From an optimization exercise on the open Yosys and OpenROAD flow, aimed at small area, a short achievable clock period and few clock cycles per item; shortcuts taken in it are not production practice.
No functional check of the RTL was part of any run shown here.

## flow/design.v (module list and top-level ports; edited modules follow where they fit)
// module bcmd_fa: 10 lines
// module bcmd_xtree: 817 lines
// module bcmd_shtree: 78 lines
// module bcmd_filt: 182 lines
// module bcmd_q1tree: 318 lines
// module bcmd_ttree: 372 lines
// module bcmd_atree: 103 lines
// module bcmd_mixsum: 473 lines
// module bcmd_magtree: 137 lines
// module bcmd_integ: 166 lines
// module bcmd_target: 122 lines
// module balance_car_motor_drive: 333 lines
module balance_car_motor_drive (
  input  wire logic        clk_i,
  input  wire logic        rst_ni,
  input  wire logic        cfg_we_i,
  input  wire logic [2:0]  cfg_idx_i,
  input  wire logic [14:0] cfg_data_i,
  input  wire logic        s_axis_tvalid_i,
  output logic             s_axis_tready_o,
  input  wire logic [95:0] s_axis_tdata_i,
  output logic             m_axis_tvalid_o,
  input  wire logic        m_axis_tready_i,
  output logic [31:0]      m_axis_tdata_o
);
  // ...
==> flow/run.sh <==
#!/bin/bash
# synth_recipe.tcl (not shown) runs the flow's synth.tcl, then flattens the netlist and writes it again
# the make line also repeats each setting of config.mk as NAME=value (left out here)
make -C /OpenROAD-flow-scripts/flow DESIGN_CONFIG=/design/flow/config.mk WORK_HOME=/design/flow/orfs CLKGATE_MAP_FILE= SYNTH_SCRIPT=/design/flow/synth_recipe.tcl finish
==> flow/config.mk <==
export PLATFORM = sky130hd
export DESIGN_NAME = balance_car_motor_drive
export DESIGN_NICKNAME = balance_car_motor_drive
export VERILOG_FILES = /design/flow/design.v
export SDC_FILE = /design/flow/constraint.sdc
export NUM_CORES = 4
export LEC_CHECK = 0
export CAP_MARGIN = 20
export CORE_MARGIN = 2
export CORE_UTILIZATION = 65
export PLACE_DENSITY = 0.75
export SETUP_SLACK_MARGIN = 5
export SLEW_MARGIN = 20
export SYNTH_HIERARCHICAL = 1
export SYNTH_MINIMUM_KEEP_SIZE = 0
==> flow/constraint.sdc <==
create_clock -name core_clock -period 12.0 [get_ports {clk_i}]
set_input_delay 2.4000 -clock core_clock [delete_from_list [all_inputs] [get_ports {clk_i}]]
set_output_delay 2.4000 -clock core_clock [all_outputs]
set_load 0.01 [all_outputs]
==> results by group, run 1 <==
Final layout
  • Commonest cells after routing, fill and taps aside: fa_1 (912), nand2_1 (680), ha_1 (613), edfxtp_1 (553), inv_1 (543)
  • Sequential cells: 729
  • Layout non-clock buf frac: 0.0232
  • Area Overhead vs Synth: 5.19%
  • Fill count: 7794
  • Multi-input logic area: 44600 um2
  • Final instance area: 73800 um2
  • Bufs w/o clock: 177

Hold path
  • Worst Hold End: s5_bal[11]
  • Worst hold path class: register to register
  • Hold path depth: 0

STA
  • Slew @ Worst Pin: 1.08 ns
  • Final Setup Violations: 0
  • RSZ-0062 raised after global routing: no
  • Worst hold-check slack: 0.413 ns
  • Setup_tns: 0 ns

Clock tree
  • Post-cts repair resize count: 0
  • Clock tree from TritonCTS: built
  • Number of setup buffers added after CTS: 0
  • CTS max path bufs: 3
  • Total CTS buffers: 84

Setup path
  • Type of destination of the critical path: register
  • Critical path depth in cells: 15
  • Critical Path Source: filt_t_q[7]
  • Crit-path cells: ha_1 -> and4_2 -> a311oi_1 -> fa_1 -> fa_1 -> fa_1 -> ha_1 -> a21oi_1 -> o21ai_0 -> a21oi_1 -> o21ai_1 -> a211o_1 -> a21oi_1 -> and2_1 -> mux2_2
  • Path depth of the worst reg2reg path: 15
  • Crit path capture: filt_c_q

Placement
  • Post-detail-place hpwl: 124000 um

Routing
  • DR WL met3: 12900 um
  • Vias: 46100
  • WL/cell: 21.6 um

Global routing
  • Largest net degree at the start of global routing: 185
  • GR peak layer: met2
  • Vias in the first global route: 48300
  • Initial antenna violation count: 11

Floorplanning
  • Die H: 333 um
  • Die Area: 111000 um2
  • Row Count: 120

Outcome
  • Outcome: no timing/DRC/antenna violations

Run
  • Max_cap viols: 0
==> module balance_car_motor_drive, before the edit <==
module balance_car_motor_drive (
  input  wire logic        clk_i,
  input  wire logic        rst_ni,
  input  wire logic        cfg_we_i,
  input  wire logic [2:0]  cfg_idx_i,
  input  wire logic [14:0] cfg_data_i,
  input  wire logic        s_axis_tvalid_i,
  output logic             s_axis_tready_o,
  input  wire logic [95:0] s_axis_tdata_i,
  output logic             m_axis_tvalid_o,
  input  wire logic        m_axis_tready_i,
  output logic [31:0]      m_axis_tdata_o
);
  logic [9:0]  bkp_q, vkp_q, vki_q;
  logic [13:0] bkd_q;
  logic [12:0] pwm_lim_q;
  logic [14:0] int_lim_q;
  logic [7:0]  drv_spd_q;
  logic [5:0]  trn_lim_q;
  always_ff @(posedge clk_i or negedge rst_ni) begin
    if (!rst_ni) begin
      bkp_q     <= 10'd340;
      bkd_q     <= 14'd4096;
      vkp_q     <= 10'd80;
      vki_q     <= 10'd102;
      pwm_lim_q <= 13'd7000;
      int_lim_q <= 15'd6000;
      drv_spd_q <= 8'd20;
      trn_lim_q <= 6'd30;
    end else if (cfg_we_i) begin
      unique case (cfg_idx_i)
        3'd0: bkp_q     <= cfg_data_i[9:0];
        3'd1: bkd_q     <= cfg_data_i[13:0];
        3'd2: vkp_q     <= cfg_data_i[9:0];
        3'd3: vki_q     <= cfg_data_i[9:0];
        3'd4: pwm_lim_q <= cfg_data_i[12:0];
        3'd5: int_lim_q <= cfg_data_i[14:0];
        3'd6: drv_spd_q <= cfg_data_i[7:0];
        3'd7: trn_lim_q <= cfg_data_i[5:0];
        default: ;
      endcase
    end
  end
  logic v1_q, v2_q, v3_q, v4_q, v5_q, v6_q;
  logic ovalid_q, svalid_q, tready_q;
  logic [27:0] odata_q, sdata_q;
  logic adv, acc_in;
  assign adv    = !svalid_q;
  assign acc_in = s_axis_tvalid_i && adv;
  logic fwd_q;
  logic dec_fwd, dec_back;
  logic [7:0] in_cmd;
  assign in_cmd = s_axis_tdata_i[91:84];
  always_comb begin
    dec_fwd  = fwd_q;
    dec_back = s_axis_tdata_i[92];
    if (in_cmd[7]) begin
      if (in_cmd[5]) begin
        dec_fwd  = 1'b1;
        dec_back = 1'b0;
      end
      if (in_cmd[4]) begin
        dec_fwd  = 1'b0;
        dec_back = 1'b1;
      end
    end else begin
      dec_fwd  = 1'b0;
      dec_back = 1'b0;
    end
  end
  logic [16:0] s1_angle;
  logic [18:0] s1_rate;
  logic [15:0] s1_yaw;
  logic [12:0] s1_slo;
  logic [3:0]  s1_lh, s1_rh;
  logic        s1_mneg, s1_mpos, s1_turn, s1_tl, s1_gate, s1_stop;
  always_ff @(posedge clk_i) begin
    if (adv) begin
      s1_angle <= s_axis_tdata_i[16:0];
      s1_rate  <= s_axis_tdata_i[35:17];
      s1_yaw   <= (dec_fwd || dec_back) ? s_axis_tdata_i[51:36] : 16'd0;
      s1_slo   <= {1'b0, s_axis_tdata_i[63:52]} + {1'b0, s_axis_tdata_i[79:68]};
      s1_lh    <= s_axis_tdata_i[67:64];
      s1_rh    <= s_axis_tdata_i[83:80];
      s1_mneg  <= dec_fwd && !dec_back;
      s1_mpos  <= dec_back && !dec_fwd;
      s1_turn  <= in_cmd[3];
      s1_tl    <= in_cmd[1];
      s1_gate  <= s_axis_tdata_i[94] && !s_axis_tdata_i[93];
      s1_stop  <= s_axis_tdata_i[93];
    end
  end
  logic [35:0] st1_xa, st1_xb;
  logic [15:0] st1_sh;
  bcmd_xtree u_xtree (.a(s1_angle), .r(s1_rate), .kp(bkp_q), .kd(bkd_q),
                      .xan(st1_xa), .xbn(st1_xb));
  logic [16:0] st1_sum;
  assign st1_sum = {{s1_lh[3], s1_lh} + {s1_rh[3], s1_rh} + {4'd0, s1_slo[12]}, s1_slo[11:0]};
  bcmd_shtree u_shtree (.sm(st1_sum), .sh(st1_sh));
  logic [35:0] s2_xa, s2_xb;
  logic [15:0] s2_sh;
  logic        s2_slnz;
  logic [9:0]  s2_stepl;
  logic [15:0] s2_yaw;
  logic        s2_mneg, s2_mpos, s2_turn, s2_tl, s2_gate, s2_stop;
  always_ff @(posedge clk_i) begin
    if (adv) begin
      s2_xa    <= st1_xa;
      s2_xb    <= st1_xb;
      s2_sh    <= st1_sh;
      s2_slnz  <= s1_slo[7:0] != 8'd0;
      s2_stepl <= bcmd_pkg::step_of(st1_sum);
      s2_yaw   <= s1_yaw;
      s2_mneg  <= s1_mneg;
      s2_mpos  <= s1_mpos;
      s2_turn  <= s1_turn;
      s2_tl    <= s1_tl;
      s2_gate  <= s1_gate;
      s2_stop  <= s1_stop;
    end
  end
  logic [17:0] filt_t_q;
  logic        filt_c_q;
  logic [15:0] target_q;
  logic        started_q;
  logic [9:0]  stepv_q;
  logic [17:0] st2_tn;
  bcmd_filt u_filt (.t(filt_t_q), .c2(filt_c_q), .sh(s2_sh), .tn(st2_tn));
  logic [9:0]  st2_step;
  logic [15:0] st2_target;
  assign st2_step = started_q ? stepv_q : s2_stepl;
  bcmd_target u_target (.tg(target_q), .step(st2_step), .tl(s2_tl), .turn(s2_turn),
                        .lim(trn_lim_q), .target(st2_target));
  logic [35:0] st2_x;
  assign st2_x = ~s2_xa + ~s2_xb;
  always_ff @(posedge clk_i or negedge rst_ni) begin
    if (!rst_ni) begin
      filt_t_q  <= '0;
      filt_c_q  <= 1'b0;
      target_q  <= '0;
      started_q <= 1'b0;
    end else if (adv && v2_q) begin
      filt_t_q  <= st2_tn;
      filt_c_q  <= st2_tn[17] && s2_slnz;
      target_q  <= st2_target;
      started_q <= s2_turn;
    end
  end
  always_ff @(posedge clk_i) begin
    if (adv && v2_q) stepv_q <= st2_step;
  end
  logic [19:0] s3_bal;
  logic        s3_bc;
  logic [17:0] s3_ft;
  logic        s3_fc;
  logic [15:0] s3_yaw;
  logic [8:0]  s3_nm;
  logic        s3_mpos, s3_gate, s3_stop;
  always_ff @(posedge clk_i) begin
    if (adv) begin
      s3_bal  <= st2_x[35:16];
      s3_ft   <= st2_tn;
      s3_fc   <= st2_tn[17] && s2_slnz;
      s3_bc   <= st2_x[35] && (st2_x[15:0] != 16'd0);
      s3_yaw  <= s2_yaw;
      s3_nm   <= s2_mneg ? {1'b0, drv_spd_q} : s2_mpos ? 9'd256 - {1'b0, drv_spd_q} : 9'd0;
      s3_mpos <= s2_mpos;
      s3_gate <= s2_gate;
      s3_stop <= s2_stop;
    end
  end
  logic [15:0] integ_q;
  logic [15:0] st3_integ;
  bcmd_integ u_integ (.ig(integ_q), .t(s3_ft), .c2(s3_fc), .nm(s3_nm), .mpos(s3_mpos),
                      .lim(int_lim_q), .integ(st3_integ));
  always_ff @(posedge clk_i or negedge rst_ni) begin
    if (!rst_ni) begin
      integ_q <= '0;
    end else if (adv && v3_q) begin
      integ_q <= s3_stop ? 16'd0 : st3_integ;
    end
  end
  logic [28:0] st3_qa, st3_qb;
  bcmd_q1tree u_q1 (.t(s3_ft), .c2(s3_fc), .k(vkp_q), .qa(st3_qa), .qb(st3_qb));
  logic        st3_s, st3_cz;
  logic [15:0] st3_xs;
  bcmd_atree u_atree (.yaw(s3_yaw), .tg(target_q), .s(st3_s), .xs(st3_xs), .cz(st3_cz));
  logic [19:0] s4_bal;
  logic        s4_bc;
  logic [28:0] s4_qa, s4_qb;
  logic [15:0] s4_ig;
  logic [15:0] s4_xs;
  logic        s4_cz, s4_s, s4_gate;
  always_ff @(posedge clk_i) begin
    if (adv) begin
      s4_bal  <= s3_bal;
      s4_bc   <= s3_bc;
      s4_qa   <= st3_qa;
      s4_ig   <= st3_integ;
      s4_qb   <= st3_qb;
      s4_xs   <= st3_xs;
      s4_cz   <= st3_cz;
      s4_s    <= st3_s;
      s4_gate <= s3_gate;
    end
  end
  logic [28:0] st4_ta, st4_tb;
  logic        st4_c8, st4_nz;
  logic [10:0] st4_mag;
  bcmd_ttree u_ttree (.qa(s4_qa), .qb(s4_qb), .ig(s4_ig), .k(vki_q), .ta(st4_ta), .tb(st4_tb),
                      .c8(st4_c8), .nz(st4_nz));
  bcmd_magtree u_mag (.xs(s4_xs), .cz(s4_cz), .mag(st4_mag));
  logic [19:0] s5_bal;
  logic        s5_bc;
  logic [28:0] s5_ta, s5_tb;
  logic        s5_c8, s5_nz;
  logic [10:0] s5_mag;
  logic        s5_s, s5_gate;
  always_ff @(posedge clk_i) begin
    if (adv) begin
      s5_bal  <= s4_bal;
      s5_bc   <= s4_bc;
      s5_ta   <= st4_ta;
      s5_tb   <= st4_tb;
      s5_c8   <= st4_c8;
      s5_nz   <= st4_nz;
      s5_mag  <= st4_mag;
      s5_s    <= s4_s;
      s5_gate <= s4_gate;
    end
  end
  logic        st5_vc, st5_hp1, st5_h0, st5_hm1, st5_hm2, st5_hm3, st5_hneg;
  logic [15:0] st5_lsl, st5_rsl;
  bcmd_mixsum u_mix (.ta(s5_ta), .tb(s5_tb), .c8(s5_c8), .nz(s5_nz), .bal(s5_bal), .bc(s5_bc),
                     .mag(s5_mag), .s(s5_s), .vc(st5_vc), .hp1(st5_hp1), .h0(st5_h0),
                     .hm1(st5_hm1), .hm2(st5_hm2), .hm3(st5_hm3), .hneg(st5_hneg),
                     .lsl(st5_lsl), .rsl(st5_rsl));
  logic [15:0] s6_lsl, s6_rsl;
  logic        s6_hp1, s6_h0, s6_hm1, s6_hm2, s6_hm3, s6_hneg, s6_gate;
  always_ff @(posedge clk_i) begin
    if (adv) begin
      s6_lsl  <= st5_lsl;
      s6_rsl  <= st5_rsl;
      s6_hp1  <= st5_hp1;
      s6_h0   <= st5_h0;
      s6_hm1  <= st5_hm1;
      s6_hm2  <= st5_hm2;
      s6_hm3  <= st5_hm3;
      s6_hneg <= st5_hneg;
      s6_gate <= s5_gate;
    end
  end
  function automatic logic [13:0] drive(input logic [15:0] sl,
                                        input logic hp1, input logic h0, input logic hm1,
                                        input logic hm2, input logic hm3, input logic hneg,
                                        input logic [12:0] pl, input logic on);
    logic [12:0] lo;
    logic [2:0]  c;
    logic        is0, ism1, neg;
    logic [13:0] lp;
    lo   = sl[12:0];
    c    = sl[15:13];
    is0  = (c == 3'b111 && hp1) || (c == 3'b000 && h0) || (c == 3'b001 && hm1) ||
           (c == 3'b010 && hm2);
    ism1 = (c == 3'b111 && h0) || (c == 3'b000 && hm1) || (c == 3'b001 && hm2) ||
           (c == 3'b010 && hm3);
    neg  = hneg && !(hm1 && c == 3'b010);
    lp   = {1'b0, lo} + {1'b0, pl};
    if (!on) begin
      drive = {1'b1, 13'd0};
    end else if (is0) begin
      drive[12:0] = (lo > pl) ? pl : lo;
      drive[13]   = (lo == 13'd0) || (pl == 13'd0);
    end else if (ism1) begin
      drive[12:0] = lp[13] ? -lo : pl;
      drive[13]   = 1'b1;
    end else begin
      drive[12:0] = pl;
      drive[13]   = neg || (pl == 13'd0);
    end
  endfunction
  logic [27:0] st6_res;
  assign st6_res = {drive(s6_rsl, s6_hp1, s6_h0, s6_hm1, s6_hm2, s6_hm3, s6_hneg,
                          pwm_lim_q, s6_gate),
                    drive(s6_lsl, s6_hp1, s6_h0, s6_hm1, s6_hm2, s6_hm3, s6_hneg,
                          pwm_lim_q, s6_gate)};
  logic exit_v, take;
  assign exit_v = v6_q && adv;
  assign take   = ovalid_q && m_axis_tready_i;
  always_ff @(posedge clk_i or negedge rst_ni) begin
    if (!rst_ni) begin
      fwd_q    <= 1'b0;
      v1_q     <= 1'b0;
      v2_q     <= 1'b0;
      v3_q     <= 1'b0;
      v4_q     <= 1'b0;
      v5_q     <= 1'b0;
      v6_q     <= 1'b0;
      ovalid_q <= 1'b0;
      svalid_q <= 1'b0;
      tready_q <= 1'b1;
    end else begin
      if (acc_in) fwd_q <= dec_fwd;
      if (adv) begin
        v1_q <= acc_in;
        v2_q <= v1_q;
        v3_q <= v2_q;
        v4_q <= v3_q;
        v5_q <= v4_q;
        v6_q <= v5_q;
      end
      if (!ovalid_q || take) begin
        ovalid_q <= svalid_q || exit_v;
        svalid_q <= 1'b0;
        tready_q <= 1'b1;
      end else if (exit_v) begin
        svalid_q <= 1'b1;
        tready_q <= 1'b0;
      end
    end
  end
  always_ff @(posedge clk_i) begin
    if (!ovalid_q || take) begin
      odata_q <= svalid_q ? sdata_q : st6_res;
    end
    if (!svalid_q) begin
      sdata_q <= st6_res;
    end
  end
  assign s_axis_tready_o = tready_q;
  assign m_axis_tvalid_o = ovalid_q;
  assign m_axis_tdata_o  = {4'd0, odata_q};
endmodule
==> run 2: changes to the inputs <==
--- a/flow/design.v
+++ b/flow/design.v
@@ -282,5 +282,7 @@
   input  wire [18:0] r,
   input  wire [9:0] kp,
+  input  wire [9:0] kp2,
   input  wire [13:0] kd,
+  input  wire [13:0] kd2,
   output wire [35:0] xan,
   output wire [35:0] xbn
@@ -299,13 +301,13 @@
   wire x_12 = ~(a[1] & kp[6]) & ~(a[0] & kp[7]);
   wire x_13, x_14;
-  bcmd_fa u_x_13 (.a(~(a[8] & kp[0])), .b(~(a[7] & kp[1])), .c(~(a[6] & kp[2])), .s(x_13), .co(x_14));
+  bcmd_fa u_x_13 (.a(~(a[8] & kp2[0])), .b(~(a[7] & kp[1])), .c(~(a[6] & kp[2])), .s(x_13), .co(x_14));
   wire x_15, x_16;
   bcmd_fa u_x_15 (.a(~(a[5] & kp[3])), .b(~(a[4] & kp[4])), .c(~(a[3] & kp[5])), .s(x_15), .co(x_16));
   wire x_17, x_18;
   bcmd_fa u_x_17 (.a(~(a[2] & kp[6])), .b(~(a[1] & kp[7])), .c(~(a[0] & kp[8])), .s(x_17), .co(x_18));
-  wire x_19 = ~(r[16] & kd[0]) ^ ~(r[15] & kd[1]);
-  wire x_20 = ~(r[16] & kd[0]) & ~(r[15] & kd[1]);
+  wire x_19 = ~(r[16] & kd2[0]) ^ ~(r[15] & kd2[1]);
+  wire x_20 = ~(r[16] & kd2[0]) & ~(r[15] & kd2[1]);
   wire x_21, x_22;
-  bcmd_fa u_x_21 (.a(~(a[9] & kp[0])), .b(~(a[8] & kp[1])), .c(~(a[7] & kp[2])), .s(x_21), .co(x_22));
+  bcmd_fa u_x_21 (.a(~(a[9] & kp2[0])), .b(~(a[8] & kp2[1])), .c(~(a[7] & kp[2])), .s(x_21), .co(x_22));
   wire x_23, x_24;
   bcmd_fa u_x_23 (.a(~(a[6] & kp[3])), .b(~(a[5] & kp[4])), .c(~(a[4] & kp[5])), .s(x_23), .co(x_24));
@@ -313,9 +315,9 @@
   bcmd_fa u_x_25 (.a(~(a[3] & kp[6])), .b(~(a[2] & kp[7])), .c(~(a[1] & kp[8])), .s(x_25), .co(x_26));
   wire x_27, x_28;
-  bcmd_fa u_x_27 (.a(~(a[0] & kp[9])), .b(~(r[17] & kd[0])), .c(~(r[16] & kd[1])), .s(x_27), .co(x_28));
-  wire x_29 = ~(r[15] & kd[2]) ^ ~(r[14] & kd[3]);
-  wire x_30 = ~(r[15] & kd[2]) & ~(r[14] & kd[3]);
+  bcmd_fa u_x_27 (.a(~(a[0] & kp[9])), .b(~(r[17] & kd2[0])), .c(~(r[16] & kd2[1])), .s(x_27), .co(x_28));
+  wire x_29 = ~(r[15] & kd2[2]) ^ ~(r[14] & kd2[3]);
+  wire x_30 = ~(r[15] & kd2[2]) & ~(r[14] & kd2[3]);
   wire x_31, x_32;
-  bcmd_fa u_x_31 (.a(~(a[10] & kp[0])), .b(~(a[9] & kp[1])), .c(~(a[8] & kp[2])), .s(x_31), .co(x_32));
+  bcmd_fa u_x_31 (.a(~(a[10] & kp2[0])), .b(~(a[9] & kp2[1])), .c(~(a[8] & kp2[2])), .s(x_31), .co(x_32));
   wire x_33, x_34;
   bcmd_fa u_x_33 (.a(~(a[7] & kp[3])), .b(~(a[6] & kp[4])), .c(~(a[5] & kp[5])), .s(x_33), .co(x_34));
@@ -323,39 +325,39 @@
   bcmd_fa u_x_35 (.a(~(a[4] & kp[6])), .b(~(a[3] & kp[7])), .c(~(a[2] & kp[8])), .s(x_35), .co(x_36));
   wire x_37, x_38;
-  bcmd_fa u_x_37 (.a(~(a[1] & kp[9])), .b((r[18] & kd[0])), .c(~(r[17] & kd[1])), .s(x_37), .co(x_38));
+  bcmd_fa u_x_37 (.a(~(a[1] & kp[9])), .b((r[18] & kd2[0])), .c(~(r[17] & kd2[1])), .s(x_37), .co(x_38));
   wire x_39, x_40;
-  bcmd_fa u_x_39 (.a(~(r[16] & kd[2])), .b(~(r[15] & kd[3])), .c(~(r[14] & kd[4])), .s(x_39), .co(x_40));
+  bcmd_fa u_x_39 (.a(~(r[16] & kd2[2])), .b(~(r[15] & kd2[3])), .c(~(r[14] & kd2[4])), .s(x_39), .co(x_40));
   wire x_41, x_42;
-  bcmd_fa u_x_41 (.a(~(a[11] & kp[0])), .b(~(a[10] & kp[1])), .c(~(a[9] & kp[2])), .s(x_41), .co(x_42));
+  bcmd_fa u_x_41 (.a(~(a[11] & kp2[0])), .b(~(a[10] & kp2[1])), .c(~(a[9] & kp2[2])), .s(x_41), .co(x_42));
   wire x_43, x_44;
-  bcmd_fa u_x_43 (.a(~(a[8] & kp[3])), .b(~(a[7] & kp[4])), .c(~(a[6] & kp[5])), .s(x_43), .co(x_44));
+  bcmd_fa u_x_43 (.a(~(a[8] & kp2[3])), .b(~(a[7] & kp[4])), .c(~(a[6] & kp[5])), .s(x_43), .co(x_44));
   wire x_45, x_46;
   bcmd_fa u_x_45 (.a(~(a[5] & kp[6])), .b(~(a[4] & kp[7])), .c(~(a[3] & kp[8])), .s(x_45), .co(x_46));
   wire x_47, x_48;
-  bcmd_fa u_x_47 (.a(~(a[2] & kp[9])), .b((r[18] & kd[1])), .c(~(r[17] & kd[2])), .s(x_47), .co(x_48));
+  bcmd_fa u_x_47 (.a(~(a[2] & kp[9])), .b((r[18] & kd2[1])), .c(~(r[17] & kd2[2])), .s(x_47), .co(x_48));
   wire x_49, x_50;
-  bcmd_fa u_x_49 (.a(~(r[16] & kd[3])), .b(~(r[15] & kd[4])), .c(~(r[14] & kd[5])), .s(x_49), .co(x_50));
+  bcmd_fa u_x_49 (.a(~(r[16] & kd2[3])), .b(~(r[15] & kd2[4])), .c(~(r[14] & kd2[5])), .s(x_49), .co(x_50));
   wire x_51, x_52;
-  bcmd_fa u_x_51 (.a(~(a[12] & kp[0])), .b(~(a[11] & kp[1])), .c(~(a[10] & kp[2])), .s(x_51), .co(x_52));
+  bcmd_fa u_x_51 (.a(~(a[12] & kp2[0])), .b(~(a[11] & kp2[1])), .c(~(a[10] & kp2[2])), .s(x_51), .co(x_52));
   wire x_53, x_54;
-  bcmd_fa u_x_53 (.a(~(a[9] & kp[3])), .b(~(a[8] & kp[4])), .c(~(a[7] & kp[5])), .s(x_53), .co(x_54));
+  bcmd_fa u_x_53 (.a(~(a[9] & kp2[3])), .b(~(a[8] & kp2[4])), .c(~(a[7] & kp[5])), .s(x_53), .co(x_54));
   wire x_55, x_56;
   bcmd_fa u_x_55 (.a(~(a[6] & kp[6])), .b(~(a[5] & kp[7])), .c(~(a[4] & kp[8])), .s(x_55), .co(x_56));
   wire x_57, x_58;
-  bcmd_fa u_x_57 (.a(~(a[3] & kp[9])), .b((r[18] & kd[2])), .c(~(r[17] & kd[3])), .s(x_57), .co(x_58));
+  bcmd_fa u_x_57 (.a(~(a[3] & kp[9])), .b((r[18] & kd2[2])), .c(~(r[17] & kd2[3])), .s(x_57), .co(x_58));
   wire x_59, x_60;
-  bcmd_fa u_x_59 (.a(~(a[13] & kp[0])), .b(~(a[12] & kp[1])), .c(~(a[11] & kp[2])), .s(x_59), .co(x_60));
+  bcmd_fa u_x_59 (.a(~(a[13] & kp2[0])), .b(~(a[12] & kp2[1])), .c(~(a[11] & kp2[2])), .s(x_59), .co(x_60));
   wire x_61, x_62;
-  bcmd_fa u_x_61 (.a(~(a[10] & kp[3])), .b(~(a[9] & kp[4])), .c(~(a[8] & kp[5])), .s(x_61), .co(x_62));
+  bcmd_fa u_x_61 (.a(~(a[10] & kp2[3])), .b(~(a[9] & kp2[4])), .c(~(a[8] & kp2[5])), .s(x_61), .co(x_62));
   wire x_63, x_64;
   bcmd_fa u_x_63 (.a(~(a[7] & kp[6])), .b(~(a[6] & kp[7])), .c(~(a[5] & kp[8])), .s(x_63), .co(x_64));
   wire x_65, x_66;
-  bcmd_fa u_x_65 (.a(~(a[14] & kp[0])), .b(~(a[13] & kp[1])), .c(~(a[12] & kp[2])), .s(x_65), .co(x_66));
+  bcmd_fa u_x_65 (.a(~(a[14] & kp2[0])), .b(~(a[13] & kp2[1])), .c(~(a[12] & kp2[2])), .s(x_65), .co(x_66));
   wire x_67, x_68;
-  bcmd_fa u_x_67 (.a(~(a[11] & kp[3])), .b(~(a[10] & kp[4])), .c(~(a[9] & kp[5])), .s(x_67), .co(x_68));
+  bcmd_fa u_x_67 (.a(~(a[11] & kp2[3])), .b(~(a[10] & kp2[4])), .c(~(a[9] & kp2[5])), .s(x_67), .co(x_68));
   wire x_69, x_70;
-  bcmd_fa u_x_69 (.a(~(a[15] & kp[0])), .b(~(a[14] & kp[1])), .c(~(a[13] & kp[2])), .s(x_69), .co(x_70));
-  wire x_71 = (a[16] & kp[0]) ^ ~(a[15] & kp[1]);
-  wire x_72 = (a[16] & kp[0]) & ~(a[15] & kp[1]);
+  bcmd_fa u_x_69 (.a(~(a[15] & kp2[0])), .b(~(a[14] & kp2[1])), .c(~(a[13] & kp2[2])), .s(x_69), .co(x_70));
+  wire x_71 = (a[16] & kp2[0]) ^ ~(a[15] & kp2[1]);
+  wire x_72 = (a[16] & kp2[0]) & ~(a[15] & kp2[1]);
   wire x_73, x_74;
   bcmd_fa u_x_73 (.a(~(a[2] & kp[0])), .b(~(a[1] & kp[1])), .c(~(a[0] & kp[2])), .s(x_73), .co(x_74));
@@ -363,13 +365,13 @@
   bcmd_fa u_x_75 (.a(~(a[3] & kp[0])), .b(~(a[2] & kp[1])), .c(~(a[1] & kp[2])), .s(x_75), .co(x_76));
   wire x_77, x_78;
-  bcmd_fa u_x_77 (.a(~(a[0] & kp[3])), .b(~(r[11] & kd[0])), .c(~(r[10] & kd[1])), .s(x_77), .co(x_78));
-  wire x_79 = ~(r[9] & kd[2]) ^ ~(r[8] & kd[3]);
-  wire x_80 = ~(r[9] & kd[2]) & ~(r[8] & kd[3]);
+  bcmd_fa u_x_77 (.a(~(a[0] & kp[3])), .b(~(r[11] & kd2[0])), .c(~(r[10] & kd2[1])), .s(x_77), .co(x_78));
+  wire x_79 = ~(r[9] & kd2[2]) ^ ~(r[8] & kd[3]);
+  wire x_80 = ~(r[9] & kd2[2]) & ~(r[8] & kd[3]);
   wire x_81, x_82;
   bcmd_fa u_x_81 (.a(~(a[4] & kp[0])), .b(~(a[3] & kp[1])), .c(~(a[2] & kp[2])), .s(x_81), .co(x_82));
   wire x_83, x_84;
-  bcmd_fa u_x_83 (.a(~(a[1] & kp[3])), .b(~(a[0] & kp[4])), .c(~(r[12] & kd[0])), .s(x_83), .co(x_84));
+  bcmd_fa u_x_83 (.a(~(a[1] & kp[3])), .b(~(a[0] & kp[4])), .c(~(r[12] & kd2[0])), .s(x_83), .co(x_84));
   wire x_85, x_86;
-  bcmd_fa u_x_85 (.a(~(r[11] & kd[1])), .b(~(r[10] & kd[2])), .c(~(r[9] & kd[3])), .s(x_85), .co(x_86));
+  bcmd_fa u_x_85 (.a(~(r[11] & kd2[1])), .b(~(r[10] & kd2[2])), .c(~(r[9] & kd2[3])), .s(x_85), .co(x_86));
   wire x_87, x_88;
   bcmd_fa u_x_87 (.a(~(r[8] & kd[4])), .b(~(r[7] & kd[5])), .c(~(r[6] & kd[6])), .s(x_87), .co(x_88));
@@ -379,7 +381,7 @@
   bcmd_fa u_x_91 (.a(~(a[2] & kp[3])), .b(~(a[1] & kp[4])), .c(~(a[0] & kp[5])), .s(x_91), .co(x_92));
   wire x_93, x_94;
-  bcmd_fa u_x_93 (.a(~(r[13] & kd[0])), .b(~(r[12] & kd[1])), .c(~(r[11] & kd[2])), .s(x_93), .co(x_94));
+  bcmd_fa u_x_93 (.a(~(r[13] & kd2[0])), .b(~(r[12] & kd2[1])), .c(~(r[11] & kd2[2])), .s(x_93), .co(x_94));
   wire x_95, x_96;
-  bcmd_fa u_x_95 (.a(~(r[10] & kd[3])), .b(~(r[9] & kd[4])), .c(~(r[8] & kd[5])), .s(x_95), .co(x_96));
+  bcmd_fa u_x_95 (.a(~(r[10] & kd2[3])), .b(~(r[9] & kd2[4])), .c(~(r[8] & kd[5])), .s(x_95), .co(x_96));
   wire x_97, x_98;
   bcmd_fa u_x_97 (.a(~(r[7] & kd[6])), .b(~(r[6] & kd[7])), .c(~(r[5] & kd[8])), .s(x_97), .co(x_98));
@@ -389,9 +391,9 @@
   wire x_102 = ~(r[1] & kd[12]) & ~(r[0] & kd[13]);
   wire x_103, x_104;
-  bcmd_fa u_x_103 (.a(~(a[1] & kp[5])), .b(~(a[0] & kp[6])), .c(~(r[14] & kd[0])), .s(x_103), .co(x_104));
+  bcmd_fa u_x_103 (.a(~(a[1] & kp[5])), .b(~(a[0] & kp[6])), .c(~(r[14] & kd2[0])), .s(x_103), .co(x_104));
   wire x_105, x_106;
-  bcmd_fa u_x_105 (.a(~(r[13] & kd[1])), .b(~(r[12] & kd[2])), .c(~(r[11] & kd[3])), .s(x_105), .co(x_106));
+  bcmd_fa u_x_105 (.a(~(r[13] & kd2[1])), .b(~(r[12] & kd2[2])), .c(~(r[11] & kd2[3])), .s(x_105), .co(x_106));
   wire x_107, x_108;
-  bcmd_fa u_x_107 (.a(~(r[10] & kd[4])), .b(~(r[9] & kd[5])), .c(~(r[8] & kd[6])), .s(x_107), .co(x_108));
+  bcmd_fa u_x_107 (.a(~(r[10] & kd2[4])), .b(~(r[9] & kd2[5])), .c(~(r[8] & kd[6])), .s(x_107), .co(x_108));
   wire x_109, x_110;
   bcmd_fa u_x_109 (.a(~(r[7] & kd[7])), .b(~(r[6] & kd[8])), .c(~(r[5] & kd[9])), .s(x_109), .co(x_110));
@@ -401,9 +403,9 @@
   bcmd_fa u_x_113 (.a(~(r[1] & kd[13])), .b(x_2), .c(x_3), .s(x_113), .co(x_114));
   wire x_115, x_116;
-  bcmd_fa u_x_115 (.a(~(r[15] & kd[0])), .b(~(r[14] & kd[1])), .c(~(r[13] & kd[2])), .s(x_115), .co(x_116));
+  bcmd_fa u_x_115 (.a(~(r[15] & kd2[0])), .b(~(r[14] & kd2[1])), .c(~(r[13] & kd2[2])), .s(x_115), .co(x_116));
   wire x_117, x_118;
-  bcmd_fa u_x_117 (.a(~(r[12] & kd[3])), .b(~(r[11] & kd[4])), .c(~(r[10] & kd[5])), .s(x_117), .co(x_118));
+  bcmd_fa u_x_117 (.a(~(r[12] & kd2[3])), .b(~(r[11] & kd2[4])), .c(~(r[10] & kd2[5])), .s(x_117), .co(x_118));
   wire x_119, x_120;
-  bcmd_fa u_x_119 (.a(~(r[9] & kd[6])), .b(~(r[8] & kd[7])), .c(~(r[7] & kd[8])), .s(x_119), .co(x_120));
+  bcmd_fa u_x_119 (.a(~(r[9] & kd2[6])), .b(~(r[8] & kd[7])), .c(~(r[7] & kd[8])), .s(x_119), .co(x_120));
   wire x_121, x_122;
   bcmd_fa u_x_121 (.a(~(r[6] & kd[9])), .b(~(r[5] & kd[10])), .c(~(r[4] & kd[11])), .s(x_121), .co(x_122));
@@ -413,7 +415,7 @@
   bcmd_fa u_x_125 (.a(x_6), .b(x_7), .c(x_9), .s(x_125), .co(x_126));
   wire x_127, x_128;
-  bcmd_fa u_x_127 (.a(~(r[14] & kd[2])), .b(~(r[13] & kd[3])), .c(~(r[12] & kd[4])), .s(x_127), .co(x_128));
+  bcmd_fa u_x_127 (.a(~(r[14] & kd2[2])), .b(~(r[13] & kd2[3])), .c(~(r[12] & kd2[4])), .s(x_127), .co(x_128));
   wire x_129, x_130;
-  bcmd_fa u_x_129 (.a(~(r[11] & kd[5])), .b(~(r[10] & kd[6])), .c(~(r[9] & kd[7])), .s(x_129), .co(x_130));
+  bcmd_fa u_x_129 (.a(~(r[11] & kd2[5])), .b(~(r[10] & kd2[6])), .c(~(r[9] & kd2[7])), .s(x_129), .co(x_130));
   wire x_131, x_132;
   bcmd_fa u_x_131 (.a(~(r[8] & kd[8])), .b(~(r[7] & kd[9])), .c(~(r[6] & kd[10])), .s(x_131), .co(x_132));
@@ -425,7 +427,7 @@
   bcmd_fa u_x_137 (.a(x_13), .b(x_15), .c(x_17), .s(x_137), .co(x_138));
   wire x_139, x_140;
-  bcmd_fa u_x_139 (.a(~(r[13] & kd[4])), .b(~(r[12] & kd[5])), .c(~(r[11] & kd[6])), .s(x_139), .co(x_140));
+  bcmd_fa u_x_139 (.a(~(r[13] & kd2[4])), .b(~(r[12] & kd2[5])), .c(~(r[11] & kd2[6])), .s(x_139), .co(x_140));
   wire x_141, x_142;
-  bcmd_fa u_x_141 (.a(~(r[10] & kd[7])), .b(~(r[9] & kd[8])), .c(~(r[8] & kd[9])), .s(x_141), .co(x_142));
+  bcmd_fa u_x_141 (.a(~(r[10] & kd2[7])), .b(~(r[9] & kd2[8])), .c(~(r[8] & kd[9])), .s(x_141), .co(x_142));
   wire x_143, x_144;
   bcmd_fa u_x_143 (.a(~(r[7] & kd[10])), .b(~(r[6] & kd[11])), .c(~(r[5] & kd[12])), .s(x_143), .co(x_144));
@@ -437,7 +439,7 @@
   bcmd_fa u_x_149 (.a(x_23), .b(x_25), .c(x_27), .s(x_149), .co(x_150));
   wire x_151, x_152;
-  bcmd_fa u_x_151 (.a(~(r[13] & kd[5])), .b(~(r[12] & kd[6])), .c(~(r[11] & kd[7])), .s(x_151), .co(x_152));
+  bcmd_fa u_x_151 (.a(~(r[13] & kd2[5])), .b(~(r[12] & kd2[6])), .c(~(r[11] & kd2[7])), .s(x_151), .co(x_152));
   wire x_153, x_154;
-  bcmd_fa u_x_153 (.a(~(r[10] & kd[8])), .b(~(r[9] & kd[9])), .c(~(r[8] & kd[10])), .s(x_153), .co(x_154));
+  bcmd_fa u_x_153 (.a(~(r[10] & kd2[8])), .b(~(r[9] & kd2[9])), .c(~(r[8] & kd[10])), .s(x_153), .co(x_154));
   wire x_155, x_156;
   bcmd_fa u_x_155 (.a(~(r[7] & kd[11])), .b(~(r[6] & kd[12])), .c(~(r[5] & kd[13])), .s(x_155), .co(x_156));
@@ -449,7 +451,7 @@
   bcmd_fa u_x_161 (.a(x_33), .b(x_35), .c(x_37), .s(x_161), .co(x_162));
   wire x_163, x_164;
-  bcmd_fa u_x_163 (.a(~(r[13] & kd[6])), .b(~(r[12] & kd[7])), .c(~(r[11] & kd[8])), .s(x_163), .co(x_164));
+  bcmd_fa u_x_163 (.a(~(r[13] & kd2[6])), .b(~(r[12] & kd2[7])), .c(~(r[11] & kd2[8])), .s(x_163), .co(x_164));
   wire x_165, x_166;
-  bcmd_fa u_x_165 (.a(~(r[10] & kd[9])), .b(~(r[9] & kd[10])), .c(~(r[8] & kd[11])), .s(x_165), .co(x_166));
+  bcmd_fa u_x_165 (.a(~(r[10] & kd2[9])), .b(~(r[9] & kd2[10])), .c(~(r[8] & kd[11])), .s(x_165), .co(x_166));
   wire x_167 = ~(r[7] & kd[12]) ^ ~(r[6] & kd[13]) ^ 1'b1;
   wire x_168 = (~(r[7] & kd[12]) & ~(r[6] & kd[13])) | (~(r[7] & kd[12]) & 1'b1) | (~(r[6] & kd[13]) & 1'b1);
@@ -461,9 +463,9 @@
   bcmd_fa u_x_173 (.a(x_43), .b(x_45), .c(x_47), .s(x_173), .co(x_174));
   wire x_175, x_176;
-  bcmd_fa u_x_175 (.a(~(r[16] & kd[4])), .b(~(r[15] & kd[5])), .c(~(r[14] & kd[6])), .s(x_175), .co(x_176));
+  bcmd_fa u_x_175 (.a(~(r[16] & kd2[4])), .b(~(r[15] & kd2[5])), .c(~(r[14] & kd2[6])), .s(x_175), .co(x_176));
   wire x_177, x_178;
-  bcmd_fa u_x_177 (.a(~(r[13] & kd[7])), .b(~(r[12] & kd[8])), .c(~(r[11] & kd[9])), .s(x_177), .co(x_178));
+  bcmd_fa u_x_177 (.a(~(r[13] & kd2[7])), .b(~(r[12] & kd2[8])), .c(~(r[11] & kd2[9])), .s(x_177), .co(x_178));
   wire x_179, x_180;
-  bcmd_fa u_x_179 (.a(~(r[10] & kd[10])), .b(~(r[9] & kd[11])), .c(~(r[8] & kd[12])), .s(x_179), .co(x_180));
+  bcmd_fa u_x_179 (.a(~(r[10] & kd2[10])), .b(~(r[9] & kd2[11])), .c(~(r[8] & kd[12])), .s(x_179), .co(x_180));
   wire x_181, x_182;
   bcmd_fa u_x_181 (.a(~(r[7] & kd[13])), .b(x_42), .c(x_44), .s(x_181), .co(x_182));
@@ -473,11 +475,11 @@
   bcmd_fa u_x_185 (.a(x_51), .b(x_53), .c(x_55), .s(x_185), .co(x_186));
   wire x_187, x_188;
-  bcmd_fa u_x_187 (.a(~(a[4] & kp[9])), .b((r[18] & kd[3])), .c(~(r[17] & kd[4])), .s(x_187), .co(x_188));
+  bcmd_fa u_x_187 (.a(~(a[4] & kp[9])), .b((r[18] & kd2[3])), .c(~(r[17] & kd2[4])), .s(x_187), .co(x_188));
   wire x_189, x_190;
-  bcmd_fa u_x_189 (.a(~(r[16] & kd[5])), .b(~(r[15] & kd[6])), .c(~(r[14] & kd[7])), .s(x_189), .co(x_190));
+  bcmd_fa u_x_189 (.a(~(r[16] & kd2[5])), .b(~(r[15] & kd2[6])), .c(~(r[14] & kd2[7])), .s(x_189), .co(x_190));
   wire x_191, x_192;
-  bcmd_fa u_x_191 (.a(~(r[13] & kd[8])), .b(~(r[12] & kd[9])), .c(~(r[11] & kd[10])), .s(x_191), .co(x_192));
+  bcmd_fa u_x_191 (.a(~(r[13] & kd2[8])), .b(~(r[12] & kd2[9])), .c(~(r[11] & kd2[10])), .s(x_191), .co(x_192));
   wire x_193, x_194;
-  bcmd_fa u_x_193 (.a(~(r[10] & kd[11])), .b(~(r[9] & kd[12])), .c(~(r[8] & kd[13])), .s(x_193), .co(x_194));
+  bcmd_fa u_x_193 (.a(~(r[10] & kd2[11])), .b(~(r[9] & kd2[12])), .c(~(r[8] & kd[13])), .s(x_193), .co(x_194));
   wire x_195, x_196;
   bcmd_fa u_x_195 (.a(x_52), .b(x_54), .c(x_56), .s(x_195), .co(x_196));
@@ -485,61 +487,61 @@
   bcmd_fa u_x_197 (.a(x_58), .b(x_59), .c(x_61), .s(x_197), .co(x_198));
   wire x_199, x_200;
-  bcmd_fa u_x_199 (.a(~(a[8] & kp[6])), .b(~(a[7] & kp[7])), .c(~(a[6] & kp[8])), .s(x_199), .co(x_200));
+  bcmd_fa u_x_199 (.a(~(a[8] & kp2[6])), .b(~(a[7] & kp[7])), .c(~(a[6] & kp[8])), .s(x_199), .co(x_200));
   wire x_201, x_202;
-  bcmd_fa u_x_201 (.a(~(a[5] & kp[9])), .b((r[18] & kd[4])), .c(~(r[17] & kd[5])), .s(x_201), .co(x_202));
+  bcmd_fa u_x_201 (.a(~(a[5] & kp[9])), .b((r[18] & kd2[4])), .c(~(r[17] & kd2[5])), .s(x_201), .co(x_202));
   wire x_203, x_204;
-  bcmd_fa u_x_203 (.a(~(r[16] & kd[6])), .b(~(r[15] & kd[7])), .c(~(r[14] & kd[8])), .s(x_203), .co(x_204));
+  bcmd_fa u_x_203 (.a(~(r[16] & kd2[6])), .b(~(r[15] & kd2[7])), .c(~(r[14] & kd2[8])), .s(x_203), .co(x_204));
   wire x_205, x_206;
-  bcmd_fa u_x_205 (.a(~(r[13] & kd[9])), .b(~(r[12] & kd[10])), .c(~(r[11] & kd[11])), .s(x_205), .co(x_206));
+  bcmd_fa u_x_205 (.a(~(r[13] & kd2[9])), .b(~(r[12] & kd2[10])), .c(~(r[11] & kd2[11])), .s(x_205), .co(x_206));
   wire x_207, x_208;
-  bcmd_fa u_x_207 (.a(~(r[10] & kd[12])), .b(~(r[9] & kd[13])), .c(x_60), .s(x_207), .co(x_208));
+  bcmd_fa u_x_207 (.a(~(r[10] & kd2[12])), .b(~(r[9] & kd2[13])), .c(x_60), .s(x_207), .co(x_208));
   wire x_209, x_210;
   bcmd_fa u_x_209 (.a(x_62), .b(x_64), .c(x_65), .s(x_209), .co(x_210));
   wire x_211, x_212;
-  bcmd_fa u_x_211 (.a(~(a[12] & kp[3])), .b(~(a[11] & kp[4])), .c(~(a[10] & kp[5])), .s(x_211), .co(x_212));
+  bcmd_fa u_x_211 (.a(~(a[12] & kp2[3])), .b(~(a[11] & kp2[4])), .c(~(a[10] & kp2[5])), .s(x_211), .co(x_212));
   wire x_213, x_214;
-  bcmd_fa u_x_213 (.a(~(a[9] & kp[6])), .b(~(a[8] & kp[7])), .c(~(a[7] & kp[8])), .s(x_213), .co(x_214));
+  bcmd_fa u_x_213 (.a(~(a[9] & kp2[6])), .b(~(a[8] & kp2[7])), .c(~(a[7] & kp[8])), .s(x_213), .co(x_214));
   wire x_215, x_216;
-  bcmd_fa u_x_215 (.a(~(a[6] & kp[9])), .b((r[18] & kd[5])), .c(~(r[17] & kd[6])), .s(x_215), .co(x_216));
+  bcmd_fa u_x_215 (.a(~(a[6] & kp[9])), .b((r[18] & kd2[5])), .c(~(r[17] & kd2[6])), .s(x_215), .co(x_216));
   wire x_217, x_218;
-  bcmd_fa u_x_217 (.a(~(r[16] & kd[7])), .b(~(r[15] & kd[8])), .c(~(r[14] & kd[9])), .s(x_217), .co(x_218));
+  bcmd_fa u_x_217 (.a(~(r[16] & kd2[7])), .b(~(r[15] & kd2[8])), .c(~(r[14] & kd2[9])), .s(x_217), .co(x_218));
   wire x_219, x_220;
-  bcmd_fa u_x_219 (.a(~(r[13] & kd[10])), .b(~(r[12] & kd[11])), .c(~(r[11] & kd[12])), .s(x_219), .co(x_220));
+  bcmd_fa u_x_219 (.a(~(r[13] & kd2[10])), .b(~(r[12] & kd2[11])), .c(~(r[11] & kd2[12])), .s(x_219), .co(x_220));
   wire x_221, x_222;
-  bcmd_fa u_x_221 (.a(~(r[10] & kd[13])), .b(x_66), .c(x_68), .s(x_221), .co(x_222));
+  bcmd_fa u_x_221 (.a(~(r[10] & kd2[13])), .b(x_66), .c(x_68), .s(x_221), .co(x_222));
   wire x_223, x_224;
-  bcmd_fa u_x_223 (.a(~(a[14] & kp[2])), .b(~(a[13] & kp[3])), .c(~(a[12] & kp[4])), .s(x_223), .co(x_224));
+  bcmd_fa u_x_223 (.a(~(a[14] & kp2[2])), .b(~(a[13] & kp2[3])), .c(~(a[12] & kp2[4])), .s(x_223), .co(x_224));
   wire x_225, x_226;
-  bcmd_fa u_x_225 (.a(~(a[11] & kp[5])), .b(~(a[10] & kp[6])), .c(~(a[9] & kp[7])), .s(x_225), .co(x_226));
+  bcmd_fa u_x_225 (.a(~(a[11] & kp2[5])), .b(~(a[10] & kp2[6])), .c(~(a[9] & kp2[7])), .s(x_225), .co(x_226));
   wire x_227, x_228;
-  bcmd_fa u_x_227 (.a(~(a[8] & kp[8])), .b(~(a[7] & kp[9])), .c((r[18] & kd[6])), .s(x_227), .co(x_228));
+  bcmd_fa u_x_227 (.a(~(a[8] & kp2[8])), .b(~(a[7] & kp[9])), .c((r[18] & kd2[6])), .s(x_227), .co(x_228));
   wire x_229, x_230;
-  bcmd_fa u_x_229 (.a(~(r[17] & kd[7])), .b(~(r[16] & kd[8])), .c(~(r[15] & kd[9])), .s(x_229), .co(x_230));
+  bcmd_fa u_x_229 (.a(~(r[17] & kd2[7])), .b(~(r[16] & kd2[8])), .c(~(r[15] & kd2[9])), .s(x_229), .co(x_230));
   wire x_231, x_232;
-  bcmd_fa u_x_231 (.a(~(r[14] & kd[10])), .b(~(r[13] & kd[11])), .c(~(r[12] & kd[12])), .s(x_231), .co(x_232));
-  wire x_233 = ~(r[11] & kd[13]) ^ 1'b1 ^ x_70;
-  wire x_234 = (~(r[11] & kd[13]) & 1'b1) | (~(r[11] & kd[13]) & x_70) | (1'b1 & x_70);
+  bcmd_fa u_x_231 (.a(~(r[14] & kd2[10])), .b(~(r[13] & kd2[11])), .c(~(r[12] & kd2[12])), .s(x_231), .co(x_232));
+  wire x_233 = ~(r[11] & kd2[13]) ^ 1'b1 ^ x_70;
+  wire x_234 = (~(r[11] & kd2[13]) & 1'b1) | (~(r[11] & kd2[13]) & x_70) | (1'b1 & x_70);
   wire x_235, x_236;
-  bcmd_fa u_x_235 (.a((a[16] & kp[1])), .b(~(a[15] & kp[2])), .c(~(a[14] & kp[3])), .s(x_235), .co(x_236));
+  bcmd_fa u_x_235 (.a((a[16] & kp2[1])), .b(~(a[15] & kp2[2])), .c(~(a[14] & kp2[3])), .s(x_235), .co(x_236));
   wire x_237, x_238;
-  bcmd_fa u_x_237 (.a(~(a[13] & kp[4])), .b(~(a[12] & kp[5])), .c(~(a[11] & kp[6])), .s(x_237), .co(x_238));
+  bcmd_fa u_x_237 (.a(~(a[13] & kp2[4])), .b(~(a[12] & kp2[5])), .c(~(a[11] & kp2[6])), .s(x_237), .co(x_238));
   wire x_239, x_240;
-  bcmd_fa u_x_239 (.a(~(a[10] & kp[7])), .b(~(a[9] & kp[8])), .c(~(a[8] & kp[9])), .s(x_239), .co(x_240));
+  bcmd_fa u_x_239 (.a(~(a[10] & kp2[7])), .b(~(a[9] & kp2[8])), .c(~(a[8] & kp2[9])), .s(x_239), .co(x_240));
   wire x_241, x_242;
-  bcmd_fa u_x_241 (.a((r[18] & kd[7])), .b(~(r[17] & kd[8])), .c(~(r[16] & kd[9])), .s(x_241), .co(x_242));
+  bcmd_fa u_x_241 (.a((r[18] & kd2[7])), .b(~(r[17] & kd2[8])), .c(~(r[16] & kd2[9])), .s(x_241), .co(x_242));
   wire x_243, x_244;
-  bcmd_fa u_x_243 (.a(~(r[15] & kd[10])), .b(~(r[14] & kd[11])), .c(~(r[13] & kd[12])), .s(x_243), .co(x_244));
+  bcmd_fa u_x_243 (.a(~(r[15] & kd2[10])), .b(~(r[14] & kd2[11])), .c(~(r[13] & kd2[12])), .s(x_243), .co(x_244));
   wire x_245, x_246;
-  bcmd_fa u_x_245 (.a((a[16] & kp[2])), .b(~(a[15] & kp[3])), .c(~(a[14] & kp[4])), .s(x_245), .co(x_246));
+  bcmd_fa u_x_245 (.a((a[16] & kp2[2])), .b(~(a[15] & kp2[3])), .c(~(a[14] & kp2[4])), .s(x_245), .co(x_246));
   wire x_247, x_248;
-  bcmd_fa u_x_247 (.a(~(a[13] & kp[5])), .b(~(a[12] & kp[6])), .c(~(a[11] & kp[7])), .s(x_247), .co(x_248));
+  bcmd_fa u_x_247 (.a(~(a[13] & kp2[5])), .b(~(a[12] & kp2[6])), .c(~(a[11] & kp2[7])), .s(x_247), .co(x_248));
   wire x_249, x_250;
-  bcmd_fa u_x_249 (.a(~(a[10] & kp[8])), .b(~(a[9] & kp[9])), .c((r[18] & kd[8])), .s(x_249), .co(x_250));
+  bcmd_fa u_x_249 (.a(~(a[10] & kp2[8])), .b(~(a[9] & kp2[9])), .c((r[18] & kd2[8])), .s(x_249), .co(x_250));
   wire x_251, x_252;
-  bcmd_fa u_x_251 (.a((a[16] & kp[3])), .b(~(a[15] & kp[4])), .c(~(a[14] & kp[5])), .s(x_251), .co(x_252));
+  bcmd_fa u_x_251 (.a((a[16] & kp2[3])), .b(~(a[15] & kp2[4])), .c(~(a[14] & kp2[5])), .s(x_251), .co(x_252));
   wire x_253 = ~(a[0] & kp[0]) ^ ~(r[8] & kd[0]);
   wire x_254 = ~(a[0] & kp[0]) & ~(r[8] & kd[0]);
   wire x_255, x_256;
-  bcmd_fa u_x_255 (.a(~(a[1] & kp[0])), .b(~(a[0] & kp[1])), .c(~(r[9] & kd[0])), .s(x_255), .co(x_256));
+  bcmd_fa u_x_255 (.a(~(a[1] & kp[0])), .b(~(a[0] & kp[1])), .c(~(r[9] & kd2[0])), .s(x_255), .co(x_256));
   wire x_257, x_258;
   bcmd_fa u_x_257 (.a(~(r[8] & kd[1])), .b(~(r[7] & kd[2])), .c(~(r[6] & kd[3])), .s(x_257), .co(x_258));
@@ -547,5 +549,5 @@
   wire x_260 = ~(r[5] & kd[4]) & ~(r[4] & kd[5]);
   wire x_261, x_262;
-  bcmd_fa u_x_261 (.a(~(r[10] & kd[0])), .b(~(r[9] & kd[1])), .c(~(r[8] & kd[2])), .s(x_261), .co(x_262));
+  bcmd_fa u_x_261 (.a(~(r[10] & kd2[0])), .b(~(r[9] & kd2[1])), .c(~(r[8] & kd[2])), .s(x_261), .co(x_262));
   wire x_263, x_264;
   bcmd_fa u_x_263 (.a(~(r[7] & kd[3])), .b(~(r[6] & kd[4])), .c(~(r[5] & kd[5])), .s(x_263), .co(x_264));
@@ -667,5 +669,5 @@
   bcmd_fa u_x_379 (.a(x_227), .b(x_229), .c(x_231), .s(x_379), .co(x_380));
   wire x_381, x_382;
-  bcmd_fa u_x_381 (.a(~(r[12] & kd[13])), .b(x_72), .c(x_224), .s(x_381), .co(x_382));
+  bcmd_fa u_x_381 (.a(~(r[12] & kd2[13])), .b(x_72), .c(x_224), .s(x_381), .co(x_382));
   wire x_383, x_384;
   bcmd_fa u_x_383 (.a(x_226), .b(x_228), .c(x_230), .s(x_383), .co(x_384));
@@ -675,7 +677,7 @@
   bcmd_fa u_x_387 (.a(x_237), .b(x_239), .c(x_241), .s(x_387), .co(x_388));
   wire x_389, x_390;
-  bcmd_fa u_x_389 (.a(~(r[17] & kd[9])), .b(~(r[16] & kd[10])), .c(~(r[15] & kd[11])), .s(x_389), .co(x_390));
+  bcmd_fa u_x_389 (.a(~(r[17] & kd2[9])), .b(~(r[16] & kd2[10])), .c(~(r[15] & kd2[11])), .s(x_389), .co(x_390));
   wire x_391, x_392;
-  bcmd_fa u_x_391 (.a(~(r[14] & kd[12])), .b(~(r[13] & kd[13])), .c(x_236), .s(x_391), .co(x_392));
+  bcmd_fa u_x_391 (.a(~(r[14] & kd2[12])), .b(~(r[13] & kd2[13])), .c(x_236), .s(x_391), .co(x_392));
   wire x_393, x_394;
   bcmd_fa u_x_393 (.a(x_238), .b(x_240), .c(x_242), .s(x_393), .co(x_394));
@@ -683,19 +685,19 @@
   bcmd_fa u_x_395 (.a(x_244), .b(x_245), .c(x_247), .s(x_395), .co(x_396));
   wire x_397, x_398;
-  bcmd_fa u_x_397 (.a(~(a[13] & kp[6])), .b(~(a[12] & kp[7])), .c(~(a[11] & kp[8])), .s(x_397), .co(x_398));
+  bcmd_fa u_x_397 (.a(~(a[13] & kp2[6])), .b(~(a[12] & kp2[7])), .c(~(a[11] & kp2[8])), .s(x_397), .co(x_398));
   wire x_399, x_400;
-  bcmd_fa u_x_399 (.a(~(a[10] & kp[9])), .b((r[18] & kd[9])), .c(~(r[17] & kd[10])), .s(x_399), .co(x_400));
+  bcmd_fa u_x_399 (.a(~(a[10] & kp2[9])), .b((r[18] & kd2[9])), .c(~(r[17] & kd2[10])), .s(x_399), .co(x_400));
   wire x_401, x_402;
-  bcmd_fa u_x_401 (.a(~(r[16] & kd[11])), .b(~(r[15] & kd[12])), .c(~(r[14] & kd[13])), .s(x_401), .co(x_402));
+  bcmd_fa u_x_401 (.a(~(r[16] & kd2[11])), .b(~(r[15] & kd2[12])), .c(~(r[14] & kd2[13])), .s(x_401), .co(x_402));
   wire x_403, x_404;
   bcmd_fa u_x_403 (.a(x_246), .b(x_248), .c(x_250), .s(x_403), .co(x_404));
   wire x_405, x_406;
-  bcmd_fa u_x_405 (.a((a[16] & kp[4])), .b(~(a[15] & kp[5])), .c(~(a[14] & kp[6])), .s(x_405), .co(x_406));
+  bcmd_fa u_x_405 (.a((a[16] & kp2[4])), .b(~(a[15] & kp2[5])), .c(~(a[14] & kp2[6])), .s(x_405), .co(x_406));
   wire x_407, x_408;
-  bcmd_fa u_x_407 (.a(~(a[13] & kp[7])), .b(~(a[12] & kp[8])), .c(~(a[11] & kp[9])), .s(x_407), .co(x_408));
+  bcmd_fa u_x_407 (.a(~(a[13] & kp2[7])), .b(~(a[12] & kp2[8])), .c(~(a[11] & kp2[9])), .s(x_407), .co(x_408));
   wire x_409, x_410;
-  bcmd_fa u_x_409 (.a((r[18] & kd[10])), .b(~(r[17] & kd[11])), .c(~(r[16] & kd[12])), .s(x_409), .co(x_410));
+  bcmd_fa u_x_409 (.a((r[18] & kd2[10])), .b(~(r[17] & kd2[11])), .c(~(r[16] & kd2[12])), .s(x_409), .co(x_410));
   wire x_411, x_412;
-  bcmd_fa u_x_411 (.a((a[16] & kp[5])), .b(~(a[15] & kp[6])), .c(~(a[14] & kp[7])), .s(x_411), .co(x_412));
+  bcmd_fa u_x_411 (.a((a[16] & kp2[5])), .b(~(a[15] & kp2[6])), .c(~(a[14] & kp2[7])), .s(x_411), .co(x_412));
   wire x_413 = ~(r[5] & kd[0]) ^ ~(r[4] & kd[1]);
   wire x_414 = ~(r[5] & kd[0]) & ~(r[4] & kd[1]);
@@ -831,5 +833,5 @@
   bcmd_fa u_x_543 (.a(x_399), .b(x_401), .c(x_403), .s(x_543), .co(x_544));
   wire x_545, x_546;
-  bcmd_fa u_x_545 (.a(~(r[15] & kd[13])), .b(x_252), .c(x_398), .s(x_545), .co(x_546));
+  bcmd_fa u_x_545 (.a(~(r[15] & kd2[13])), .b(x_252), .c(x_398), .s(x_545), .co(x_546));
   wire x_547, x_548;
   bcmd_fa u_x_547 (.a(x_400), .b(x_402), .c(x_404), .s(x_547), .co(x_548));
@@ -837,13 +839,13 @@
   bcmd_fa u_x_549 (.a(x_405), .b(x_407), .c(x_409), .s(x_549), .co(x_550));
   wire x_551, x_552;
-  bcmd_fa u_x_551 (.a(~(a[13] & kp[8])), .b(~(a[12] & kp[9])), .c((r[18] & kd[11])), .s(x_551), .co(x_552));
+  bcmd_fa u_x_551 (.a(~(a[13] & kp2[8])), .b(~(a[12] & kp2[9])), .c((r[18] & kd2[11])), .s(x_551), .co(x_552));
   wire x_553, x_554;
-  bcmd_fa u_x_553 (.a(~(r[17] & kd[12])), .b(~(r[16] & kd[13])), .c(x_406), .s(x_553), .co(x_554));
+  bcmd_fa u_x_553 (.a(~(r[17] & kd2[12])), .b(~(r[16] & kd2[13])), .c(x_406), .s(x_553), .co(x_554));
   wire x_555, x_556;
   bcmd_fa u_x_555 (.a(x_408), .b(x_410), .c(x_411), .s(x_555), .co(x_556));
   wire x_557, x_558;
-  bcmd_fa u_x_557 (.a((a[16] & kp[6])), .b(~(a[15] & kp[7])), .c(~(a[14] & kp[8])), .s(x_557), .co(x_558));
+  bcmd_fa u_x_557 (.a((a[16] & kp2[6])), .b(~(a[15] & kp2[7])), .c(~(a[14] & kp2[8])), .s(x_557), .co(x_558));
   wire x_559, x_560;
-  bcmd_fa u_x_559 (.a(~(a[13] & kp[9])), .b((r[18] & kd[12])), .c(~(r[17] & kd[13])), .s(x_559), .co(x_560));
+  bcmd_fa u_x_559 (.a(~(a[13] & kp2[9])), .b((r[18] & kd2[12])), .c(~(r[17] & kd2[13])), .s(x_559), .co(x_560));
   wire x_561 = ~(r[3] & kd[0]) ^ ~(r[2] & kd[1]);
   wire x_562 = ~(r[3] & kd[0]) & ~(r[2] & kd[1]);
@@ -957,9 +959,9 @@
   bcmd_fa u_x_669 (.a(x_556), .b(x_557), .c(x_559), .s(x_669), .co(x_670));
   wire x_671, x_672;
-  bcmd_fa u_x_671 (.a((a[16] & kp[7])), .b(~(a[15] & kp[8])), .c(~(a[14] & kp[9])), .s(x_671), .co(x_672));
+  bcmd_fa u_x_671 (.a((a[16] & kp2[7])), .b(~(a[15] & kp2[8])), .c(~(a[14] & kp2[9])), .s(x_671), .co(x_672));
   wire x_673, x_674;
-  bcmd_fa u_x_673 (.a((r[18] & kd[13])), .b(x_558), .c(x_560), .s(x_673), .co(x_674));
-  wire x_675 = (a[16] & kp[8]) ^ ~(a[15] & kp[9]);
-  wire x_676 = (a[16] & kp[8]) & ~(a[15] & kp[9]);
+  bcmd_fa u_x_673 (.a((r[18] & kd2[13])), .b(x_558), .c(x_560), .s(x_673), .co(x_674));
+  wire x_675 = (a[16] & kp2[8]) ^ ~(a[15] & kp2[9]);
+  wire x_676 = (a[16] & kp2[8]) & ~(a[15] & kp2[9]);
   wire x_677 = ~(r[2] & kd[0]) ^ ~(r[1] & kd[1]);
   wire x_678 = ~(r[2] & kd[0]) & ~(r[1] & kd[1]);
@@ -1024,6 +1026,6 @@
   wire x_737 = 1'b1 ^ x_672 ^ x_674;
   wire x_738 = (1'b1 & x_672) | (1'b1 & x_674) | (x_672 & x_674);
-  wire x_739 = (a[16] & kp[9]) ^ 1'b1;
-  wire x_740 = (a[16] & kp[9]) & 1'b1;
+  wire x_739 = (a[16] & kp2[9]) ^ 1'b1;
+  wire x_740 = (a[16] & kp2[9]) & 1'b1;
   wire x_741 = ~(r[0] & kd[2]) ^ 1'b1;
   wire x_742 = ~(r[0] & kd[2]) & 1'b1;
@@ -3091,4 +3093,10 @@
     end
   end
+  logic [9:0]  bkp2_q;
+  logic [13:0] bkd2_q;
+  always_ff @(posedge clk_i) begin
+    bkp2_q <= bkp_q;
+    bkd2_q <= bkd_q;
+  end
   logic v1_q, v2_q, v3_q, v4_q, v5_q, v6_q;
   logic ovalid_q, svalid_q, tready_q;
@@ -3142,5 +3150,6 @@
   logic [35:0] st1_xa, st1_xb;
   logic [15:0] st1_sh;
-  bcmd_xtree u_xtree (.a(s1_angle), .r(s1_rate), .kp(bkp_q), .kd(bkd_q),
+  bcmd_xtree u_xtree (.a(s1_angle), .r(s1_rate), .kp(bkp_q), .kp2(bkp2_q), .kd(bkd_q),
+                      .kd2(bkd2_q),
                       .xan(st1_xa), .xbn(st1_xb));
   logic [16:0] st1_sum;
==> run 2 against run 1 <==
Still clean on timing, DRC and antenna. Register-to-register slack lost 0.18 ns. Utilization rose by 0.37 points. Area after synthesis increased by 0.13%. Global-route usage is 0.41 points higher. Non-clock buffer count up 2. Critical path depth is 1 lower. Critical endpoint is now integ_q[15].
==> results by group, run 2 <==
Final layout
  • Commonest cells after routing, fill and taps aside: fa_1 (912), nand2_1 (678), ha_1 (613), edfxtp_1 (553), inv_1 (539)
  • Area Overhead vs Synth: 5.76%
  • Biggest regs: s2_xa (36), s2_xb (36)
  • Final instance area: 74300 um2 (+0.67%)
  • Non-Filler Instances: 7546
  • Final nets: 7708
  • Fill count: 7797 (+0.038%)
  • Share of cells above drive strength 1: 0.0732
  • Commonest non-fill, non-tap cell in the layout: fa_1

Global routing
  • Largest net degree at the start of global routing: 160 (-14%)
  • Initial antenna violation count: 16 (+5)
  • Vias in the first global route: 48300 (-0.14%)
  • Global-route wire length before repair: 265000 um
  • Total gr overflow: 0
  • Global Route Usage Sum: 0.306

Synthesis
  • Yosys warning count: 7
  • Synth Cell Area: 70300 um2
  • Mean Syn Cell Area: 11.4 um2
  • Mapped Cells: 6180

STA
  • Minimum clock period: 5.08 ns
  • Slew HR: 0.261
  • Final Setup Violations: 0 (unchanged)
  • Worst hold-check slack: 0.409 ns (-0.00417 ns)
  • Slew Limit Fails: 0
  • Slew @ Worst Pin: 1.10 ns (+0.0251 ns)
  • Setup ws final: 6.92 ns
  • Period utilization: 0.423
  • Setup_tns: 0 ns (unchanged)
  • Final Hold Viols: 0
  • Clk_skew: 0.0289 ns
  • Fmax: 197 MHz
  • RSZ-0062 raised after global routing: no

Routing
  • WL/cell: 21.9 um (+1.4%)
  • Vias per std cell: 6.10
  • Router iterations before antenna repair: 6
  • Vias: 46100 (-0.082%)
  • DRT iter0 DRCs: 3440
  • ANT nets after route: 0
  • DRC viols: 0
  • Routed wire length: 165000 um

Hold path
  • Hold Path Origin: s1_turn
  • Worst Hold End: s2_turn
  • Hold path depth: 0 (unchanged)
  • Worst hold path class: register to register

Setup path
  • Type of destination of the critical path: register
  • WP data arrival: 5.67 ns
  • Critical Path Start Type: register
  • Critical Path RT: 12.59 ns
  • Crit path kind: register to register
  • Reg2reg end: integ_q[15]
  • Peak fanout along the critical path: 36
  • Path depth of the worst reg2reg path: 14 (-1)
  • Beginning of the worst register-to-register path: s3_ft[3]
  • FF-to-FF setup slack: 6.92 ns

Floorplanning
  • Die Area: 111000 um2 (+0.12%)
  • Core area: 107000 um2
  • Initial core utilization: 0.655
  • Die Wd: 333 um
  • Die H: 333 um (about the same)
  • I/O Pins: 153
  • Row Count: 120 (unchanged)

Placement
  • Post-detail-place hpwl: 128000 um (+3.3%)
  • PortBufs: 144
  • GP Congestion: 0.917
  • Placed Cells: 7378
  • Post-DP Area: 71300 um2
  • Post-place setup slack: 6.76 ns

Outcome
  • Outcome: no timing/DRC/antenna violations

Clock tree
  • Worst-path clk slew: 0.06 ns
  • Total CTS buffers: 86 (+2.4%)
  • Hold buffers post-CTS: 0
  • Clock tree from TritonCTS: built
  • Root buffer cell: clkbuf_16
  • CTS Sinks: 753
  • CTS max path bufs: 3 (unchanged)
  • Clock latency on the worst-skew pair: 0.68 ns
  • Post-cts repair resize count: 0 (unchanged)
  • H-tree levels: 3
  • Number of setup buffers added after CTS: 0 (unchanged)

Run
  • Max_cap viols: 0 (unchanged)
[run 2: critical path: stages, from the launching register on]
cell       delay [ns]
edfxtp_1         0.64
ha_1             0.36
fa_1             0.64
fa_1             0.47
ha_1             0.31
a21oi_1          0.16
nor2b_1          0.08
o41ai_2          0.59
o2111ai_2        0.15
buf_4            0.28
nand2_1          0.11
mux2i_1          0.08
nor3_1           0.82
nand2b_1         0.10
o21ai_0          0.19
[run 2: how the worst max path moves through the flow]
stage                        endpoint  depth (start not counted)  slack [ns]               start
after detailed placement   s1_slo[12]                         13        6.76  s_axis_tdata_i[52]
after floorplan           s1_angle[0]                          2        3.35            svalid_q
after global placement     s1_slo[12]                         13        6.77  s_axis_tdata_i[52]
after global routing      integ_q[11]                         13        6.73            s3_ft[1]
final                     integ_q[15]                         14        6.92            s3_ft[3]
after CTS                  integ_q[7]                         13        7.11            s3_ft[1]
[run 2: final cells by class]
class / count / area (um2) / area share
Clock buffer: 116 / 2420 / 0.0326
Antenna cell: 6 / 15.0 / 0.000202
Multi-Input combinational cell: 4503 / 44400 / 0.598
Sequential cell: 753 / 21400 / 0.288
Inverter: 541 / 2030 / 0.0274
Tap cell: 1403 / 1760 / 0.0236
Timing Repair Buffer: 179 / 1740 / 0.0235
Clock inverter: 45 / 517 / 0.00695
[run 2: routing by layer]
metal | share of wire | global-route usage | up-vias
met3 | 0.076 | 0.0574 | 365
li1 | - | - | 20700
met5 | 0.00012 | 0 | -
met2 | 0.48 | 0.494 | 1808
met4 | 0.033 | 0.108 | 4
met1 | 0.41 | 0.417 | 23200
[run 2: metrics by stage]
| step | utilization |
|---|---|
| after floorplan | - |
| after CTS | 0.693 |
| after detailed placement | 0.665 |
| final | 0.693 |
| after global placement | 0.665 |
| after global routing | 0.693 |

[static timing again, ports no longer ideal]
The flow's constraints put no driver on any port. The routed layouts listed below were extracted and timed again, unchanged, in two steps.
Step 1, drivers: a clkbuf_16 drives clk_i and a buf_2 each remaining input, both assumed.
Step 2, shift: input delay + t, output delay - t, t = (earliest + latest rising clock arrival at the registers) / 2. This alone moves slack from input paths to output paths.
Slacks: no drivers / after step 1 / after step 2; pairs: no drivers / after step 1.
| run | t (ns) | setup WS [ns] |
|---|---|---|
| run 1 | 0.735 | 7.103 / 7.103 / 6.872 |
| run 2 | 0.747 | 6.921 / 6.921 / 6.772 |
After both steps every run listed still meets setup and hold.
